What follows belongs to an exercise in optimizing a design on an open flow for small area; a production flow would make more cautious choices.
RTL that was checked went through simulation tests only; none was proved equivalent to the original.
No activity file was given, so power comes from the tool's default toggle rates.

// boreal_ledger
module boreal_ledger
#(
  parameter int DEPTH = 16,
  parameter int AW    = $clog2(DEPTH)
) (
  input  logic          clk,
  input  logic          rst,
  input  logic          ledger_wr_en,
  input  logic [31:0]   wr_opcode,
  input  logic [31:0]   wr_nonce,
  input  logic          wr_committed,
  input  logic [31:0]   wr_policy_hash,
  input  logic          rd_ready,
  output logic          rd_valid,
  output logic [31:0]   rd_seq,
  output logic [31:0]   rd_opcode,
  output logic [31:0]   rd_nonce,
  output logic [31:0]   rd_policy_hash,
  output logic          rd_committed,
  output logic [31:0]   rd_chain,
  output logic [AW:0]   ledger_count,
  output logic          ledger_full,
  output logic          overflow,
  output logic [15:0]   drop_count,
  output logic [31:0]   chain_head
);
  logic [31:0]        seq_ctr;
  logic [DEPTH-1:0]   rd_sel;
  logic               pop;
  logic               wr_accept;
  logic [31:0]        chain_next;
  logic [AW:0]        count_next;
  logic [ENTRY_W-1:0] wr_data;
  logic [ENTRY_W-1:0] rd_data;
  assign pop = rd_valid && rd_ready;
  assign wr_accept = ledger_wr_en && (!ledger_count[AW] || pop);
  assign chain_next = boreal_ledger_pkg::ledger_chain_mix(chain_head, seq_ctr, wr_opcode,
                                       wr_nonce, wr_policy_hash,
                                       wr_committed);
  assign wr_data = {wr_opcode, wr_nonce, wr_policy_hash, wr_committed};
  always_comb begin
    count_next = ledger_count;
    case ({wr_accept, pop})
      2'b10:   count_next = ledger_count + 1'b1;
      2'b01:   count_next = ledger_count - 1'b1;
      default: count_next = ledger_count;
    endcase
  end
  always_ff @(posedge clk) begin
    if (rst) begin
      seq_ctr      <= '0;
      chain_head   <= LEDGER_CHAIN_SEED;
      ledger_count <= '0;
      overflow     <= 1'b0;
      drop_count   <= '0;
    end else begin
      if (wr_accept) begin
        seq_ctr    <= seq_ctr + 32'd1;
        chain_head <= chain_next;
      end else if (ledger_wr_en) begin
        overflow <= 1'b1;
        if (drop_count != 16'hFFFF) begin
          drop_count <= drop_count + 16'd1;
        end
      end
      ledger_count <= count_next;
    end
  end
  ...
==> module boreal_ledger_mem, before the edit <==
module boreal_ledger_mem
#(
  parameter int DEPTH = 16,
  parameter int AW    = $clog2(DEPTH)
) (
  input  logic               clk,
  input  logic               wr_en,
  input  logic [AW-1:0]      wr_addr,
  input  logic [ENTRY_W-1:0] wr_data,
  input  logic [DEPTH-1:0]   rd_sel,
  output logic [ENTRY_W-1:0] rd_data
);
  logic [ENTRY_W-1:0] mem [DEPTH];
  always_ff @(posedge clk) begin
    if (wr_en) begin
      mem[wr_addr] <= wr_data;
    end
  end
  always_comb begin
    rd_data = '0;
    for (int i = 0; i < DEPTH; i++) begin
      rd_data = rd_data | ({ENTRY_W{rd_sel[i]}} & mem[i]);
    end
  end
endmodule
==> module boreal_ledger, before the edit <==
module boreal_ledger
#(
  parameter int DEPTH = 16,
  parameter int AW    = $clog2(DEPTH)
) (
  input  logic          clk,
  input  logic          rst,
  input  logic          ledger_wr_en,
  input  logic [31:0]   wr_opcode,
  input  logic [31:0]   wr_nonce,
  input  logic          wr_committed,
  input  logic [31:0]   wr_policy_hash,
  input  logic          rd_ready,
  output logic          rd_valid,
  output logic [31:0]   rd_seq,
  output logic [31:0]   rd_opcode,
  output logic [31:0]   rd_nonce,
  output logic [31:0]   rd_policy_hash,
  output logic          rd_committed,
  output logic [31:0]   rd_chain,
  output logic [AW:0]   ledger_count,
  output logic          ledger_full,
  output logic          overflow,
  output logic [15:0]   drop_count,
  output logic [31:0]   chain_head
);
  logic [31:0]        seq_ctr;
  logic [DEPTH-1:0]   rd_sel;
  logic               pop;
  logic               wr_accept;
  logic [31:0]        chain_next;
  logic [AW:0]        count_next;
  logic [ENTRY_W-1:0] wr_data;
  logic [ENTRY_W-1:0] rd_data;
  assign pop = rd_valid && rd_ready;
  assign wr_accept = ledger_wr_en && (!ledger_count[AW] || pop);
  assign chain_next = boreal_ledger_pkg::ledger_chain_mix(chain_head, seq_ctr, wr_opcode,
                                       wr_nonce, wr_policy_hash,
                                       wr_committed);
  assign wr_data = {wr_opcode, wr_nonce, wr_policy_hash, wr_committed};
  always_comb begin
    count_next = ledger_count;
    case ({wr_accept, pop})
      2'b10:   count_next = ledger_count + 1'b1;
      2'b01:   count_next = ledger_count - 1'b1;
      default: count_next = ledger_count;
    endcase
  end
  always_ff @(posedge clk) begin
    if (rst) begin
      seq_ctr      <= '0;
      chain_head   <= LEDGER_CHAIN_SEED;
      ledger_count <= '0;
      overflow     <= 1'b0;
      drop_count   <= '0;
    end else begin
      if (wr_accept) begin
        seq_ctr    <= seq_ctr + 32'd1;
        chain_head <= chain_next;
      end else if (ledger_wr_en) begin
        overflow <= 1'b1;
        if (drop_count != 16'hFFFF) begin
          drop_count <= drop_count + 16'd1;
        end
      end
      ledger_count <= count_next;
    end
  end
  assign ledger_full = ledger_count[AW];
  always_ff @(posedge clk) begin
    if (rst) begin
      rd_valid   <= 1'b0;
      rd_chain   <= LEDGER_CHAIN_SEED;
      rd_sel     <= DEPTH'(1);
    end else if (!rd_valid) begin
      if (ledger_count != '0) begin
        rd_valid <= 1'b1;
        rd_chain <= boreal_ledger_pkg::ledger_chain_mix(rd_chain, rd_seq, rd_opcode,
                                       rd_nonce, rd_policy_hash,
                                       rd_committed);
      end
    end else if (rd_ready) begin
      rd_valid   <= 1'b0;
      rd_sel     <= {rd_sel[DEPTH-2:0], rd_sel[DEPTH-1]};
    end
  end
  assign rd_seq = seq_ctr - {{(31-AW){1'b0}}, ledger_count};
  boreal_ledger_mem #(
    .DEPTH (DEPTH),
    .AW    (AW)
  ) u_mem (
    .clk     (clk),
    .wr_en   (wr_accept),
    .wr_addr (seq_ctr[AW-1:0]),
    .wr_data (wr_data),
    .rd_sel  (rd_sel),
    .rd_data (rd_data)
  );
  assign rd_opcode      = rd_data[OPCODE_LSB +: 32];
  assign rd_nonce       = rd_data[NONCE_LSB +: 32];
  assign rd_policy_hash = rd_data[POLICY_LSB +: 32];
  assign rd_committed   = rd_data[COMMITTED_BIT];
endmodule
export LEC_CHECK = 0
export CAP_MARGIN = 20
export CORE_MARGIN = 2
export CORE_UTILIZATION = 40
export SLEW_MARGIN = 20
create_clock -name core_clock -period 5.0 [get_ports {clk}]
run.sh (not shown) runs the stock make flow with config.mk's settings and CLKGATE_MAP_FILE= SYNTH_SCRIPT=/design/flow/synth_recipe.tcl, a recipe that flattens the netlist after the stock synthesis.
The first run went through all stages and came out clean.
==> next run, changes <==
--- a/flow/design.v
+++ b/flow/design.v
@@ -24,27 +24,22 @@
   parameter int AW    = $clog2(DEPTH)
 ) (
   input  logic               clk,
   input  logic               wr_en,
   input  logic [AW-1:0]      wr_addr,
   input  logic [ENTRY_W-1:0] wr_data,
-  input  logic [DEPTH-1:0]   rd_sel,
+  input  logic [AW-1:0]      rd_addr,
   output logic [ENTRY_W-1:0] rd_data
 );
   logic [ENTRY_W-1:0] mem [DEPTH];
   always_ff @(posedge clk) begin
     if (wr_en) begin
       mem[wr_addr] <= wr_data;
     end
   end
-  always_comb begin
-    rd_data = '0;
-    for (int i = 0; i < DEPTH; i++) begin
-      rd_data = rd_data | ({ENTRY_W{rd_sel[i]}} & mem[i]);
-    end
-  end
+  assign rd_data = mem[rd_addr];
 endmodule
 import boreal_ledger_pkg::*;
 module boreal_ledger
 #(
   parameter int DEPTH = 16,
   parameter int AW    = $clog2(DEPTH)
@@ -68,13 +63,13 @@
   output logic          ledger_full,
   output logic          overflow,
   output logic [15:0]   drop_count,
   output logic [31:0]   chain_head
 );
   logic [31:0]        seq_ctr;
-  logic [DEPTH-1:0]   rd_sel;
+  logic [31:0]        prev_chain;
   logic               pop;
   logic               wr_accept;
   logic [31:0]        chain_next;
   logic [AW:0]        count_next;
   logic [ENTRY_W-1:0] wr_data;
   logic [ENTRY_W-1:0] rd_data;
@@ -113,37 +108,36 @@
     end
   end
   assign ledger_full = ledger_count[AW];
   always_ff @(posedge clk) begin
     if (rst) begin
       rd_valid   <= 1'b0;
-      rd_chain   <= LEDGER_CHAIN_SEED;
-      rd_sel     <= DEPTH'(1);
+      prev_chain <= LEDGER_CHAIN_SEED;
     end else if (!rd_valid) begin
       if (ledger_count != '0) begin
         rd_valid <= 1'b1;
-        rd_chain <= boreal_ledger_pkg::ledger_chain_mix(rd_chain, rd_seq, rd_opcode,
-                                       rd_nonce, rd_policy_hash,
-                                       rd_committed);
       end
     end else if (rd_ready) begin
       rd_valid   <= 1'b0;
-      rd_sel     <= {rd_sel[DEPTH-2:0], rd_sel[DEPTH-1]};
+      prev_chain <= rd_chain;
     end
   end
   assign rd_seq = seq_ctr - {{(31-AW){1'b0}}, ledger_count};
   boreal_ledger_mem #(
     .DEPTH (DEPTH),
     .AW    (AW)
   ) u_mem (
     .clk     (clk),
     .wr_en   (wr_accept),
     .wr_addr (seq_ctr[AW-1:0]),
     .wr_data (wr_data),
-    .rd_sel  (rd_sel),
+    .rd_addr (rd_seq[AW-1:0]),
     .rd_data (rd_data)
   );
   assign rd_opcode      = rd_data[OPCODE_LSB +: 32];
   assign rd_nonce       = rd_data[NONCE_LSB +: 32];
   assign rd_policy_hash = rd_data[POLICY_LSB +: 32];
   assign rd_committed   = rd_data[COMMITTED_BIT];
+  assign rd_chain       = boreal_ledger_pkg::ledger_chain_mix(prev_chain, rd_seq, rd_opcode,
+                                       rd_nonce, rd_policy_hash,
+                                       rd_committed);
 endmodule
- This time the run finished with negative setup slack left
- area after synthesis came out higher by about 6.6%
- die area grows by about 6.5%
- count of clock-buffer cells in the layout shrinks by 13
- total power went up by 99%
- setup slack gets worse by 590 ps
- routed wire length decreases by about 9%
The RTL of the first run of this note was laid out without a check of its function.

re-timing with driven ports:
How much do the figures lean on ideal ports? The routed layouts below were timed once more, with nothing changed but the port constraints.
Step 1, drivers: a clkbuf_16 drives clk and a buf_2 each remaining input, both assumed.
Step 2, shift: input delay + t, output delay - t, t = (earliest + latest rising clock arrival at the registers) / 2. This alone moves slack from input paths to output paths.
a / b / c = ideal ports / drivers / drivers and shift; a / b = the first two.
| run | shift t [ns] | slack for setup (ns) | worst setup path after step 2 | cell pins on the clock port's net |
|---|---|---|---|---|
| the first run | 0.890 | 0.080 / -0.008 / 0.848 | input to register | 1 |
| the second run | 0.887 | -0.507 / -0.597 / 0.290 | register to output | 1 |
